This design comes from an exercise in tuning for small area, a short achievable clock period and few clock cycles per item on the open sky130 flow, not from production work.
Function was not checked in any run shown here: the RTL went through the layout flow alone.
Power is estimated from default activity; no workload was simulated.

## design/flow/run.sh

```bash
#!/bin/bash
# synth_recipe.tcl (not shown) runs the flow's synth.tcl, then flattens the netlist and writes it again
# the make line also repeats each setting of config.mk as NAME=value (left out here)
make -C /OpenROAD-flow-scripts/flow DESIGN_CONFIG=/design/flow/config.mk WORK_HOME=/design/flow/orfs CLKGATE_MAP_FILE= SYNTH_SCRIPT=/design/flow/synth_recipe.tcl finish
```

## design/flow/config.mk

```make
export PLATFORM = sky130hd
export DESIGN_NAME = tophat_subtract
export DESIGN_NICKNAME = tophat_subtract
export VERILOG_FILES = /design/flow/design.v
export SDC_FILE = /design/flow/constraint.sdc
export NUM_CORES = 4
export LEC_CHECK = 0
export CAP_MARGIN = 20
export CORE_MARGIN = 2
export CORE_UTILIZATION = 50
export CTS_CLUSTER_DIAMETER = 80
export CTS_CLUSTER_SIZE = 24
export SETUP_SLACK_MARGIN = 2.6
export SLEW_MARGIN = 20
```

## design/flow/constraint.sdc

```tcl
create_clock -name core_clock -period 5.0 [get_ports {clk}]
set_input_delay 1.0000 -clock core_clock [delete_from_list [all_inputs] [get_ports {clk}]]
set_output_delay 1.0000 -clock core_clock [all_outputs]
set_load 0.01 [all_outputs]
```

## design/flow/design.v

```verilog
module tophat_subtract #(
    parameter int DATA_WIDTH = 16,
    parameter int LAG        = 35,
    parameter int DEPTH      = 128,
    localparam int PTR_W     = (DEPTH > 1) ? $clog2(DEPTH) : 1,
    localparam int CNT_W     = $clog2(DEPTH + 1),
    localparam int DROP_W    = $clog2(LAG + 2)
) (
    input  logic                  clk,
    input  logic                  areset,
    input  logic [DATA_WIDTH-1:0] axis_raw_tdata,
    input  logic                  axis_raw_tvalid,
    output logic                  axis_raw_tready,
    input  logic [DATA_WIDTH-1:0] axis_base_tdata,
    input  logic                  axis_base_tvalid,
    output logic                  axis_base_tready,
    output logic [DATA_WIDTH-1:0] axis_out_tdata,
    output logic                  axis_out_tvalid,
    input  logic                  axis_out_tready,
    output logic                  sat_flag
);
    localparam int                NENT     = DEPTH - 1;
    localparam int                NLO      = 8;                         
    localparam int                NHI      = (NENT + NLO - 1) / NLO;    
    localparam int                LAST_LO  = NENT - 1 - (NHI - 1) * NLO;
    localparam logic [PTR_W-1:0]  HOLD_MAX = PTR_W'(NENT);
    localparam logic [DROP_W-1:0] LAG_C    = DROP_W'(LAG);
    logic [DATA_WIDTH-1:0] mem [NENT];
    logic [NLO-1:0]        wr_lo;
    logic [NHI-1:0]        wr_hi;
    logic [NENT-1:0]       rd_oh;
    logic [PTR_W-1:0]      held;           
    logic [DROP_W-1:0]     drop_cnt;
    logic                  warm;           
    logic                  raw_rdy, base_rdy;
    logic                  p1_v;
    logic [DATA_WIDTH-1:0] p1_raw, p1_base;
    logic                  d_v, d_ovf;
    logic [DATA_WIDTH-1:0] d_diff;
    logic                  s_v, s_sat;
    logic [DATA_WIDTH-1:0] s_data;
    logic                  o_v, o_sat;
    logic [DATA_WIDTH-1:0] o_data;
    logic                  sticky;
    assign axis_raw_tready  = raw_rdy;
    assign axis_base_tready = base_rdy;
    assign axis_out_tdata   = o_data;
    assign axis_out_tvalid  = o_v;
    assign sat_flag         = o_sat;
    logic raw_ok, base_ok;
    assign raw_ok  = held != HOLD_MAX;
    assign base_ok = warm || (held != '0 && (!s_v || !p1_v));
    logic raw_hs, base_hs, pair, drop;
    assign raw_hs  = axis_raw_tvalid && raw_ok;
    assign base_hs = axis_base_tvalid && base_ok;
    assign pair    = base_hs && !warm;
    assign drop    = base_hs && warm;
    function automatic logic lo_wrap(input logic [NLO-1:0] lo, input logic [NHI-1:0] hi);
        lo_wrap = lo[NLO-1] || (lo[LAST_LO] && hi[NHI-1]);
    endfunction
    logic [DATA_WIDTH-1:0] rd_data;
    always_comb begin
        rd_data = '0;
        for (int i = 0; i < NENT; i++) begin
            rd_data = rd_data | ({DATA_WIDTH{rd_oh[i]}} & mem[i]);
        end
    end
    logic [DATA_WIDTH-1:0] diff;
    logic                  ovf;
    assign diff = p1_raw - p1_base;
    assign ovf  = (p1_raw[DATA_WIDTH-1] ^ p1_base[DATA_WIDTH-1]) &&
                  (p1_raw[DATA_WIDTH-1] ^ diff[DATA_WIDTH-1]);
    logic [DATA_WIDTH-1:0] res;
    assign res = d_ovf ? {d_diff[DATA_WIDTH-1] ? 1'b0 : 1'b1,
                          {(DATA_WIDTH-1){d_diff[DATA_WIDTH-1]}}} : d_diff;
    logic o_free;
    assign o_free = !o_v || axis_out_tready;
    logic [PTR_W-1:0] held_n;
    logic             warm_n, p1_v_n, s_v_n;
    always_comb begin
        case ({raw_hs, pair})
            2'b10:   held_n = held + 1'b1;
            2'b01:   held_n = held - 1'b1;
            default: held_n = held;
        endcase
        warm_n = warm && !(drop && drop_cnt == LAG_C - 1'b1);
        p1_v_n = pair || (p1_v && s_v);
        s_v_n  = !o_free && (s_v || d_v);
    end
    always_ff @(posedge clk) begin
        for (int j = 0; j < NHI; j++) begin
            for (int i = 0; i < NLO; i++) begin
                if (j * NLO + i < NENT) begin
                    if (raw_hs && wr_hi[j] && wr_lo[i]) mem[j * NLO + i] <= axis_raw_tdata;
                end
            end
        end
        if (pair) begin
            p1_raw  <= rd_data;
            p1_base <= axis_base_tdata;
        end
        if (!s_v) begin
            d_diff <= diff;
            d_ovf  <= ovf;
        end
        if (!o_free && !s_v && d_v) begin
            s_data <= res;
            s_sat  <= sticky || d_ovf;
        end
        if (o_free) begin
            if (s_v) begin
                o_data <= s_data;
                o_sat  <= s_sat;
            end else if (d_v) begin
                o_data <= res;
                o_sat  <= sticky || d_ovf;
            end
        end
    end
    always_ff @(posedge clk or posedge areset) begin
        if (areset) begin
            wr_lo    <= NLO'(1);
            wr_hi    <= NHI'(1);
            rd_oh    <= NENT'(1);
            held     <= '0;
            drop_cnt <= '0;
            warm     <= 1'b1;
            raw_rdy  <= 1'b1;
            base_rdy <= 1'b1;
            p1_v     <= 1'b0;
            d_v      <= 1'b0;
            s_v      <= 1'b0;
            o_v      <= 1'b0;
            sticky   <= 1'b0;
        end else begin
            if (raw_hs) begin
                wr_lo <= lo_wrap(wr_lo, wr_hi) ? NLO'(1) : {wr_lo[NLO-2:0], 1'b0};
                if (lo_wrap(wr_lo, wr_hi)) wr_hi <= {wr_hi[NHI-2:0], wr_hi[NHI-1]};
            end
            if (pair)   rd_oh <= {rd_oh[NENT-2:0], rd_oh[NENT-1]};
            if (drop)   drop_cnt <= drop_cnt + 1'b1;
            held     <= held_n;
            warm     <= warm_n;
            raw_rdy  <= held_n != HOLD_MAX;
            base_rdy <= warm_n || (held_n != '0 && (!s_v_n || !p1_v_n));
            p1_v     <= p1_v_n;
            if (!s_v) d_v <= p1_v;
            s_v      <= s_v_n;
            o_v      <= !o_free || s_v || d_v;
            if (!s_v && d_v && d_ovf) sticky <= 1'b1;
        end
    end
endmodule
```

==> metrics.cfg, run 1 <==
[die]
coreArea_sq_um=165000
die_w_um=411
die_area_sq_um=169000
die_h_um=411
initial_utilization_pct=50.3
rows=149
ios=57

[final_layout]
final_nets=4929
fin_util_pct=59.3
multi_input_area_sq_um=16100
num-fill-cells=12271
final_area_sq_um=97700
layoutNonFillerInstCount=7208
area_growth_pct=17.8
drive_above_1_share_pct=27.6
seqCellArea_sq_um=68000

[sta]
fin_tns_setup_ps=0
period_share_pct=67.0
setup_ws_ps=1650
hold_violations=0
tightest_slew_ps=1210
rsz0062_at_grt=yes
finalSetupViolations=0
min_period_ps=3350
slew_headroom_pct=19.3
slew_violations=0
fin_skew_ps=47.8
fmax_mhz=299

[worst_setup_path]
cp_data_required_time_ps=5340
worst-path-buf-inv=3
startpoint_type=flip-flop
cp_data_arrival_time_ps=3680
cp_max_fo=3
critical_path_class=flip-flop to flip-flop
cpPeakStageDelay_ps=550
worstPathCellList=buf_12 > buf_8 > a22oi_2 > nand4_1 > nor4_1 > buf_4 > nand4_1
crit_family=simple AND/OR/NAND/NOR gates
slowest_stage=nand4_1
endpoint_kind=flip-flop
path_common_cell=nand4_1

[placed_design]
place.gp.congestion=1.08
post-place-cells=6752
dp_slack_ps=877
placed_cell_area_sq_um=88700
detailed_place_hpwl_mm=299
portBuffers=56

[clock_tree]
cts_buffers=120
tritoncts=done
cts.path.max_buffers=3
cts_max_level=3
clk_pin_slew_ps=100
root_buffer=clkbuf_16
cts.sinks=2287
clkLatencyLatePin_ps=830

[synthesis]
ys_seq_area_share_pct=81.7
synth_common_cells=2115 x edfxtp_1, 582 x a22oi_1, 243 x clkbuf_1
synthesis.nets=4486
synth_area_leader_cell=edfxtp_1
synth_area_sq_um=83000
synth_seq_cells=2287
async_reset_ff_share_pct=7.52
syn_avg_cell_area_sq_um=18.8
synthFlopType=edfxtp_1
yosysWarnings=2
synth.distinct_cells=57
synth_edf_count=2115
synth_cells=4424
synth_top_area_share_pct=76.5
yosysMostFrequentCell=edfxtp_1
ys_top_cells_by_area=edfxtp_1 77%, a22oi_1 5.3%, dfrtp_1 5.0%

[routing]
ant_nets=0
drcViolationCount=0
detailroute.via_count=58463
drt-initial-drc-count=14865
wl_per_cell_um=64.2
wirelength_mm=463
via_per_inst=8.11
drt-pass1-iter-count=8

[power_and_ir_drop]
leakagePower_uw=0.0324
vdd_drop_max_uv=424
power.density_nw_per_um2=363

[global_route]
grt_pass1_wl_mm=568
grt_max_degree=128
gr-total-overflow=0
antenna_found_initial=70
grt_usage_pct=54.0
grt_pass1_vias=50418

[run]
max_cap_viol_count=0

[run_status]
status=timing/DRC/antenna clean

[hold_path]
hold_class=flip-flop to flip-flop

where the power goes:
part           leakage [uW]  total, uW  switching [uW]  internal [uW]
clock               0.00192      11800            6670           5160
combinational       0.00926       2260            1490            772
sequential           0.0213      21400             138          21300
total                0.0324      35500            8290          27200
kinds of logic (layout without fill, tap and decap cells):
| kind of cell | Yosys count | in the layout | share of synthesized area (%) |
|---|---|---|---|
| muxes | 162 | 162 | 2.20 |
| AOI/OAI and AO/OA | 1078 | 1078 | 10.3 |
| xor gates and xnor gates | 23 | 23 | 0.243 |
| DFF | 2287 | 2287 | 81.7 |
| buffers and inverters | 345 | 895 | 1.58 |
| and+or+nand+nor | 504 | 504 | 3.52 |
| adders and majority gates | 25 | 25 | 0.395 |
| other | 0 | 45 | 0 |
placed cells by master (no fill, tap or decap), types with 29 or more instances in the layout:
cell       Yosys  final
dfrtp_2        0     54
edfxtp_1    2115   2115
nand3_1       60     49
nand2_1       34     34
mux2_2       149    149
buf_6          0     83
clkbuf_16      0    128
clkbuf_1     243     36
a22o_1       205    198
and3_1       128     60
a221oi_2       0     65
dfrtp_4        0     29
inv_1         44     42
diode_2        0     45
buf_4          0    364
a221oi_1     206    115
nand4_1      182    182
buf_12         0     95
a22oi_1      582    502
a22oi_2        0     80
dfrtp_1      166     83
and3_4         0     53
path summary, 6_finish.rpt:
check                                start          to  slack [ps]  cells after the start
worst max register to register  rd_oh[115]  p1_raw[10]        1650                      7
worst min register to register      sticky      sticky         490                      1
worst min-delay path                sticky      sticky         490                      1
worst max-delay path            rd_oh[115]  p1_raw[10]        1650                      7
min in group asynchronous           areset   rd_oh[71]         910                      3
max in group asynchronous           areset  rd_oh[111]        3460                      4
layer usage:
layer	part of all wire, %	GRT usage [%]	up-vias
met5	0.12	1.05	-
met4	11	42.8	30
met3	18	26.8	1761
met2	40	72.7	7201
met1	31	65.6	30029
li1	-	-	19442
repair_timing:
action,in CTS,in global routing
resized for setup,554,220
gates cloned,4,4
endpoints found under the setup margin,2147,810
buffers inserted,114,57
pin swaps,100,90
hold buffers,0,0
registers in the layout, summed over array words and instances (netlist names), 6 cells and up:
name and cells:
s_data 16, p1_base 16, p1_raw 16, d_diff 16, wr_hi 16, held 7
rd_oh 127, wr_lo 8, o_data 16, mem 2032, drop_cnt 6
per-stage QoR:
stage	hold slack, ps	power [uW]
finish	488	35500
floorplan	433	22700
CTS	491	35200
detailed placement	469	23800
global route	504	36100
global placement	442	23700
area by class of cell:
class	count	area share [%]
Antenna cell	45	0.115
Tap cell	2189	2.80
Timing Repair Buffer	620	6.70
Sequential cell	2287	69.6
Inverter	46	0.196
Multi-Input combinational cell	1792	16.5
Clock buffer	169	3.44
Clock inverter	60	0.676
==> run 2, diff against run 1 <==
--- a/design/flow/design.v
+++ b/design/flow/design.v
@@ -47,23 +47,37 @@
     assign axis_out_tdata   = o_data;
     assign axis_out_tvalid  = o_v;
     assign sat_flag         = o_sat;
-    logic raw_ok, base_ok;
-    assign raw_ok  = held != HOLD_MAX;
-    assign base_ok = warm || (held != '0 && (!s_v || !p1_v));
     logic raw_hs, base_hs, pair, drop;
-    assign raw_hs  = axis_raw_tvalid && raw_ok;
-    assign base_hs = axis_base_tvalid && base_ok;
+    assign raw_hs  = axis_raw_tvalid && raw_rdy;
+    assign base_hs = axis_base_tvalid && base_rdy;
     assign pair    = base_hs && !warm;
     assign drop    = base_hs && warm;
     function automatic logic lo_wrap(input logic [NLO-1:0] lo, input logic [NHI-1:0] hi);
         lo_wrap = lo[NLO-1] || (lo[LAST_LO] && hi[NHI-1]);
     endfunction
+    localparam int NGRP  = 32;
+    localparam int NPART = (NENT + NGRP - 1) / NGRP;
+    logic [NENT-1:0]       rd_oh_n;
+    logic [DATA_WIDTH-1:0] rd_part [NPART];
+    logic [DATA_WIDTH-1:0] byp_data;
+    logic                  byp_sel, byp_sel_n;
     logic [DATA_WIDTH-1:0] rd_data;
+    assign rd_oh_n = pair ? {rd_oh[NENT-2:0], rd_oh[NENT-1]} : rd_oh;
+    logic [DATA_WIDTH-1:0] rd_part_n [NPART];
+    always_comb begin
+        for (int k = 0; k < NPART; k++) rd_part_n[k] = '0;
+        for (int i = 0; i < NENT; i++) begin
+            rd_part_n[i / NGRP] = rd_part_n[i / NGRP] | ({DATA_WIDTH{rd_oh_n[i]}} & mem[i]);
+        end
+    end
+    always_ff @(posedge clk) begin
+        for (int k = 0; k < NPART; k++) rd_part[k] <= rd_part_n[k];
+        byp_data <= axis_raw_tdata;
+    end
     always_comb begin
         rd_data = '0;
-        for (int i = 0; i < NENT; i++) begin
-            rd_data = rd_data | ({DATA_WIDTH{rd_oh[i]}} & mem[i]);
-        end
+        for (int k = 0; k < NPART; k++) rd_data = rd_data | rd_part[k];
+        if (byp_sel) rd_data = byp_data;
     end
     logic [DATA_WIDTH-1:0] diff;
     logic                  ovf;
@@ -75,13 +89,37 @@
                           {(DATA_WIDTH-1){d_diff[DATA_WIDTH-1]}}} : d_diff;
     logic o_free;
     assign o_free = !o_v || axis_out_tready;
-    logic [PTR_W-1:0] held_n;
+    logic [PTR_W-1:0] held_inc, held_dec, held_n;
+    logic             raw_rdy_n, nz_n;
     logic             warm_n, p1_v_n, s_v_n;
+    assign held_inc = held + 1'b1;
+    assign held_dec = held - 1'b1;
     always_comb begin
         case ({raw_hs, pair})
-            2'b10:   held_n = held + 1'b1;
-            2'b01:   held_n = held - 1'b1;
-            default: held_n = held;
+            2'b10: begin
+                held_n    = held_inc;
+                byp_sel_n = held == '0;
+                raw_rdy_n = held != HOLD_MAX - 1'b1;
+                nz_n      = 1'b1;
+            end
+            2'b01: begin
+                held_n    = held_dec;
+                byp_sel_n = 1'b0;
+                raw_rdy_n = 1'b1;
+                nz_n      = held != PTR_W'(1);
+            end
+            2'b11: begin
+                held_n    = held;
+                raw_rdy_n = held != HOLD_MAX;
+                nz_n      = held != '0;
+                byp_sel_n = held == PTR_W'(1);
+            end
+            default: begin
+                held_n    = held;
+                byp_sel_n = 1'b0;
+                raw_rdy_n = held != HOLD_MAX;
+                nz_n      = held != '0;
+            end
         endcase
         warm_n = warm && !(drop && drop_cnt == LAG_C - 1'b1);
         p1_v_n = pair || (p1_v && s_v);
@@ -132,7 +170,9 @@
             s_v      <= 1'b0;
             o_v      <= 1'b0;
             sticky   <= 1'b0;
+            byp_sel  <= 1'b0;
         end else begin
+            byp_sel  <= byp_sel_n;
             if (raw_hs) begin
                 wr_lo <= lo_wrap(wr_lo, wr_hi) ? NLO'(1) : {wr_lo[NLO-2:0], 1'b0};
                 if (lo_wrap(wr_lo, wr_hi)) wr_hi <= {wr_hi[NHI-2:0], wr_hi[NHI-1]};
@@ -141,8 +181,8 @@
             if (drop)   drop_cnt <= drop_cnt + 1'b1;
             held     <= held_n;
             warm     <= warm_n;
-            raw_rdy  <= held_n != HOLD_MAX;
-            base_rdy <= warm_n || (held_n != '0 && (!s_v_n || !p1_v_n));
+            raw_rdy  <= raw_rdy_n;
+            base_rdy <= warm_n || (nz_n && (!s_v_n || !p1_v_n));
             p1_v     <= p1_v_n;
             if (!s_v) d_v <= p1_v;
             s_v      <= s_v_n;
--- a/design/flow/config.mk
+++ b/design/flow/config.mk
@@ -10,5 +10,4 @@
 export CORE_UTILIZATION = 50
 export CTS_CLUSTER_DIAMETER = 80
 export CTS_CLUSTER_SIZE = 24
-export SETUP_SLACK_MARGIN = 2.6
 export SLEW_MARGIN = 20
==> run 2 against run 1 <==
- clock skew grew 2.1 ps
- power shrank 1.3%
- sequential cell count grew 81
- largest power group unchanged
- clock power shrank 5%
- critical endpoint is now rd_part[3][12]
- still clean on timing, DRC and antenna
- synthesized cell count grew 0.72%
- routed wire length shrank 42%
- sequential share of layout area grew 5.2 points
- count of clock-buffer cells in the layout grew 21
==> metrics.cfg, run 2 <==
[routing]
wirelength_mm=270  ; -42%
via_per_inst=6.84  ; -16%
drcViolationCount=0  ; unchanged
wl_per_cell_um=38.7  ; -40%
drt-initial-drc-count=8356  ; -44%
drt-pass1-iter-count=8  ; unchanged
detailroute.via_count=47716  ; -18%
ant_nets=0  ; unchanged

[sta]
rsz0062_at_grt=no
fin_skew_ps=49.9  ; +2.15 ps
hold_slack_ps=474  ; -13.1 ps
min_period_ps=3960  ; +615 ps
slew_headroom_pct=21.9  ; +2.6 points
hold_violations=0  ; unchanged
fin_tns_setup_ps=0  ; unchanged
period_share_pct=79.3  ; +12 points
slew_violations=0  ; unchanged
finalSetupViolations=0  ; unchanged
fmax_mhz=252  ; -16%
tightest_slew_ps=1170  ; -38.6 ps

[run_status]
status=timing/DRC/antenna clean

[synthesis]
syn_avg_cell_area_sq_um=19.1  ; +1.7%
synthFlopType=edfxtp_1
synth.distinct_cells=60  ; +5.3%
yosysMostFrequentCell=edfxtp_1
synth_cells=4456  ; +0.72%
synth_edf_count=2115  ; unchanged
synth_top_area_share_pct=74.7  ; -1.8 points
ys_top_cells_by_area=edfxtp_1 75%, a22oi_1 5.6%, dfrtp_1 4.9%
ys_seq_area_share_pct=81.7  ; about the same
synth_common_cells=2115 x edfxtp_1, 636 x a22oi_1, 196 x nand3_1
synth_area_sq_um=85000  ; +2.5%
synthesis.nets=4518  ; +0.71%
async_reset_ff_share_pct=7.31  ; -0.22 points
synth_area_leader_cell=edfxtp_1
synth_seq_cells=2368  ; +3.5%
yosysWarnings=4  ; +2

[placed_design]
place.gp.congestion=0.869  ; -19%
detailed_place_hpwl_mm=159  ; -47%
portBuffers=56  ; unchanged
post-place-cells=6747  ; -0.074%
placed_cell_area_sq_um=89100  ; +0.44%

[hold_path]
hold_class=flip-flop to flip-flop
hp-start=sticky

[final_layout]
top_register=mem
layoutNonFillerInstCount=6976  ; -3.2%
drive_above_1_share_pct=12.0  ; -16 points
final_common_cell=edfxtp_1
area_growth_pct=9.26
layout_common_cells=2115 x edfxtp_1, 636 x a22oi_1, 200 x buf_4
final_nets=4710  ; -4.4%
layout_top_registers=mem (2032), rd_oh (127), rd_part (64)
num-fill-cells=12937  ; +5.4%
largest_reg_flops=2032  ; unchanged
final_area_sq_um=92900  ; -4.9%

[worst_setup_path]
slowest_stage=mux2_2
worstPathCellList=clkdlybuf4s50_1 > nand2_1 > nor2_4 > inv_8 > buf_4 > mux2_2 > buf_4 > a22o_1 > a221oi_1 > nand3_1 > or4_1
startpoint_type=primary input
crit_path_start=axis_base_tvalid
cp_data_required_time_ps=5650  ; +310 ps
cp_max_fo=49  ; +46
critical_path_class=primary input to flip-flop
cpPeakStageDelay_ps=530  ; -20 ps
cp_data_arrival_time_ps=4610  ; +930 ps
endpoint_kind=flip-flop
regToRegStartpoint=warm
path_common_cell=buf_4

[global_route]
gr-total-overflow=0  ; unchanged
grt_usage_pct=30.7  ; -23 points
antenna_found_initial=13  ; -81%
grt_pass1_vias=44299  ; -12%
grt_max_degree=104  ; -19%
grt_pass1_wl_mm=368  ; -35%

[clock_tree]
root_buffer=clkbuf_16
cts_hold_buf=0  ; unchanged
cts.repair.resized=0  ; -100%
cts.path.max_buffers=3  ; unchanged
cts_max_level=3  ; unchanged
clk_pin_slew_ps=100  ; about the same
cts_setup_buffers=0  ; -100%
clkLatencyLatePin_ps=800  ; -30 ps
tritoncts=done
cts_buffers=117  ; -2.5%
cts.sinks=2368  ; +3.5%

[die]
die_area_sq_um=173000  ; +2.4%
die_h_um=416  ; +1.2%
rows=151  ; +1.3%
coreArea_sq_um=169000  ; +2.6%
die_w_um=416  ; +1.2%
initial_utilization_pct=50.3  ; -0.065 points
ios=57  ; unchanged

[power_and_ir_drop]
power.density_nw_per_um2=377  ; +3.8%
vdd_drop_max_uv=264  ; -38%
leakagePower_uw=0.0311  ; -4.1%

[run]
max_cap_viol_count=0  ; unchanged

[run 2: kinds of logic (layout without fill, tap and decap cells)]
family	Yosys count	after routing	synth area share [%]
xor gates and xnor gates	23	23	0.237
adders and majority gates	25	25	0.377
muxes	165	165	2.54
DFF	2368	2368	81.7
AOI/OAI and AO/OA	1097	1097	10.2
and+or+nand+nor	558	558	3.78
other	0	7	0
buffers and inverters	220	515	1.16
[run 2: area by class of cell]
type	instances	area [sq um]	area share [%]
flip-flops and latches	2368	69400	74.8
multi-input cells	1868	14600	15.7
clock buffers	190	3340	3.59
well taps	2218	2780	2.99
repair buffers	252	2130	2.30
clock inverters	32	409	0.440
inverters	41	166	0.179
diodes	7	17.5	0.0189
[run 2: final timing paths]
| path | endpoint | slack [ps] | cells after the start |
|---|---|---|---|
| max | rd_part[3][12] | 1040 | 11 |
| min | sticky | 470 | 1 |
| max reg2reg | rd_part[3][12] | 1310 | 9 |
| min reg2reg | sticky | 470 | 1 |
| max in group asynchronous | rd_oh[119] | 3280 | 3 |
| min in group asynchronous | rd_oh[18] | 600 | 2 |
[run 2: per-stage QoR]
stage | total power [uW] | setup WS [ps] | utilization (%)
3_3_place_gp | 24200 | 328 | 52.7
6_report | 35000 | 1040 | 54.9
4_1_cts | 35100 | 1140 | 54.9
5_1_grt | 35900 | 999 | 54.9
2_1_floorplan | 23500 | 1080 | -
3_5_place_dp | 24300 | 353 | 52.7
[run 2: critical path, delay by kind of cell]
| family | cells | cell delay (ps) |
|---|---|---|
| multiplexers | 1 | 530 |
| AO/OA/AOI/OAI | 2 | 480 |
| buffers and inverters | 4 | 1390 |
| AND/OR/NAND/NOR | 4 | 1060 |
[run 2: per-layer routing]
layer | up-vias | track usage, % | share of wire (%)
met5 | - | 0 | 0.010
met4 | 4 | 8.57 | 3.1
met3 | 372 | 6.18 | 12
met2 | 3365 | 47.7 | 46
met1 | 24904 | 44.4 | 39
li1 | 19071 | - | -
[run 2: power by group]
| part | internal (uW) | switching [uW] | leakage [uW] | total [uW] |
|---|---|---|---|---|
| clock network | 4900 | 6330 | 0.00180 | 11200 |
| logic | 646 | 1090 | 0.00724 | 1730 |
| registers | 21900 | 148 | 0.0221 | 22100 |
==> run 3, diff against run 2 <==
--- a/design/flow/config.mk
+++ b/design/flow/config.mk
@@ -10,4 +10,6 @@
 export CORE_UTILIZATION = 50
 export CTS_CLUSTER_DIAMETER = 80
 export CTS_CLUSTER_SIZE = 24
+export SETUP_SLACK_MARGIN = 2.4
 export SLEW_MARGIN = 20
+export TNS_END_PERCENT = 10
==> run 3 against run 2 <==
- critical path depth did not move
- first-iteration DRC count increased by 2.1%
- die area is the same
- largest cell class unchanged
- still clean
- worst hold slack better by 7.2 ps
==> metrics.cfg, run 3 <==
[run_status]
status=timing/DRC/antenna clean

[sta]
setup_ws_ps=1860  ; +819 ps
fmax_mhz=318  ; +26%
min_period_ps=3140  ; -819 ps
finalSetupViolations=0  ; unchanged
rsz0062_at_grt=yes
slew_headroom_pct=15.2  ; -6.7 points
period_share_pct=62.9  ; -16 points
slew_violations=0  ; unchanged
fin_skew_ps=51.6  ; +1.70 ps
fin_tns_setup_ps=0  ; unchanged
tightest_slew_ps=1260  ; +89.4 ps
hold_violations=0  ; unchanged

[synthesis]
syn_avg_cell_area_sq_um=19.1  ; unchanged
synthesis.nets=4518  ; unchanged
ys_top_cells_by_area=edfxtp_1 75%, a22oi_1 5.6%, dfrtp_1 4.9%
synth_area_sq_um=85000  ; unchanged
synth.distinct_cells=60  ; unchanged
synthFlopType=edfxtp_1
async_reset_ff_share_pct=7.31  ; unchanged
yosysWarnings=4  ; unchanged
ys_seq_area_share_pct=81.7  ; unchanged
yosysMostFrequentCell=edfxtp_1
synth_common_cells=2115 x edfxtp_1, 636 x a22oi_1, 196 x nand3_1
synth_cells=4456  ; unchanged
synth_area_leader_cell=edfxtp_1
synth_edf_count=2115  ; unchanged
synth_top_area_share_pct=74.7  ; unchanged
synth_seq_cells=2368  ; unchanged

[routing]
ant_nets=0  ; unchanged
drt-pass1-iter-count=8  ; unchanged
drt-initial-drc-count=8534  ; +2.1%
detailroute.via_count=50422  ; +5.7%
wl_per_cell_um=38.8  ; +0.28%
wirelength_mm=287  ; +6.2%
via_per_inst=6.82  ; -0.24%
drcViolationCount=0  ; unchanged

[placed_design]
portBuffers=56  ; unchanged
dp_slack_ps=285  ; -67.9 ps
detailed_place_hpwl_mm=160  ; +0.36%
place.gp.congestion=0.871  ; +0.24%
placed_cell_area_sq_um=89300  ; +0.19%

[global_route]
grt_use_met1_pct=44.8  ; +0.32 points
met3_usage_pct=7.16  ; +0.98 points
antenna_found_initial=28  ; +15
use_met2_pct=50.8  ; +3.1 points
grt_pass1_wl_mm=388  ; +5.5%
gr-total-overflow=0  ; unchanged
grt_max_degree=129  ; +24%
grt_pass1_vias=47167  ; +6.5%
grt_usage_pct=32.4  ; +1.7 points
top_usage_layer=met2

[final_layout]
layout_common_cells=2115 x edfxtp_1, 597 x a22oi_1, 501 x buf_4
area_growth_pct=16.0
top_register=mem
final_common_cell=edfxtp_1
num-fill-cells=12449  ; -3.8%
seqCellArea_sq_um=69400  ; unchanged
final_area_sq_um=98600  ; +6.2%
drive_above_1_share_pct=23.2  ; +11 points
multi_input_area_sq_um=16400  ; +12%
largest_reg_flops=2032  ; unchanged
final_nets=5121  ; +8.7%
layout_top_registers=mem (2032), rd_oh (127), rd_part (64)

[die]
die_w_um=416  ; unchanged
initial_utilization_pct=50.3  ; unchanged
ios=57  ; unchanged
die_area_sq_um=173000  ; unchanged
rows=151  ; unchanged
die_h_um=416  ; unchanged
coreArea_sq_um=169000  ; unchanged

[clock_tree]
tritoncts=done
cts_buffers=117  ; unchanged
clkLatencyLatePin_ps=810  ; about the same
cts_max_level=3  ; unchanged
root_buffer=clkbuf_16
clk_pin_slew_ps=90  ; about the same
cts.sinks=2368  ; unchanged
cts.path.max_buffers=3  ; unchanged

[power_and_ir_drop]
power.density_nw_per_um2=359  ; -4.9%
vdd_drop_max_uv=309  ; +17%
pwr-share-comb_pct=6.1  ; +1.2 points
power.switching_uw=7760  ; +2.5%
p_sw_share_pct=21.9  ; +0.35 points
power_frac_seq_pct=62.4  ; -0.6 points
clock_power_share_pct=31.5  ; -0.6 points
power.internal_uw=27600  ; +0.47%
leakagePower_uw=0.0344  ; +11%

[hold_path]
hold_class=flip-flop to flip-flop
hp-start=sticky

[worst_setup_path]
critical_path_class=primary input to flip-flop
crit_path_start=axis_base_tvalid
endpoint_kind=flip-flop
cp_data_arrival_time_ps=3820  ; -790 ps
cp_data_required_time_ps=5670  ; +20 ps
regToRegStartpoint=base_rdy
cp_max_fo=15  ; -69%
startpoint_type=primary input

[run]
max_cap_viol_count=0  ; unchanged

==> run 3: worst max-delay path, cell delays in order <==
cell,delay [ps]
dlygate4sd2_1,290
nand2_4,100
nor2_4,40
buf_12,150
inv_16,140
bufbuf_16,290
mux2_2,360
buf_4,240
a22oi_1,190
nand4_1,390
or4_4,580
==> run 3: worst paths after layout <==
| path | to | cells after the start | slack, ps |
|---|---|---|---|
| setup / recovery | rd_part[3][3] | 11 | 1860 |
| hold / removal | sticky | 1 | 480 |
| setup reg to reg | rd_part[3][15] | 9 | 1870 |
| hold reg to reg | sticky | 1 | 480 |
| max in group asynchronous | rd_oh[54] | 3 | 3150 |
| min in group asynchronous | rd_oh[15] | 2 | 750 |
==> run 3: timing repair <==
item	in CTS	in global routing
resized for setup	241	92
buffers inserted	320	62
hold buffers	0	0
setup endpoints to repair	572	1866
pin swaps	113	70
cloned	14	11
hold endpoints to repair	0	0
==> run 3: final cells by class <==
type | instances | area share [%]
sequential | 2368 | 70.4
multi-input combinational | 1884 | 16.6
timing repair buffer | 644 | 6.19
clock buffer | 191 | 3.43
tap | 2218 | 2.81
clock inverter | 32 | 0.332
inverter | 41 | 0.178
timing repair inverter | 3 | 0.0292
antenna | 8 | 0.0203
==> run 3: cells by family after synthesis <==
kind of cell / Yosys count / synth area share (%)
xor+xnor: 23 / 0.237
mux: 165 / 2.54
flops: 2368 / 81.7
buf+inv: 220 / 1.16
simple gates: 558 / 3.78
compound gates: 1097 / 10.2
fa+ha+maj: 25 / 0.377
==> run 3: metrics by stage <==
stage	total power, uW	hold WS [ps]	instances	util, %
final	35400	482	7389	58.3
after global routing	36200	517	7382	58.3
after CTS	35300	486	7308	57.6
after detailed placement	24300	467	6751	52.8
after global placement	24200	442	6751	52.8
after floorplan	23500	433	4456	-
==> run 3: per-layer routing <==
metal  share of wire, %  up-vias
met2                 46     3536
met3                 12      614
met4                4.6       32
met5              0.078        -
met1                 37    26326
li1                   -    19914
==> run 3: power groups by stage <==
stage	combinational, uW	clock [uW]	sequential [uW]
after floorplan	984	0	22500
after global placement	1720	0	22500
after detailed placement	1750	0	22500
after CTS	2060	11100	22100
after global routing	2290	11800	22100
final	2150	11100	22100

re-timing with driven ports:
In the flow no input, the clock included, has a driving cell. The finished layouts below were timed again as built, in two steps. Step 1 assumes that a clkbuf_16 drives the clock port and a buf_2 every other input. Step 2 also shifts input and output timing later by t, the mid clock arrival at the registers, as if the neighbouring blocks saw the same clock. Three values: ideal ports, drivers, drivers and shift; two values: the first two.
run	t, ns	setup WS [ns]	worst data-port slew with drivers (ns)
run 1	0.903	1.652 / 1.652 / 1.116	0.07
run 2	0.859	1.037 / 1.094 / 0.235	0.04
run 3	0.859	1.856 / 1.871 / 1.054	0.04
After both steps every run listed still meets setup and hold.
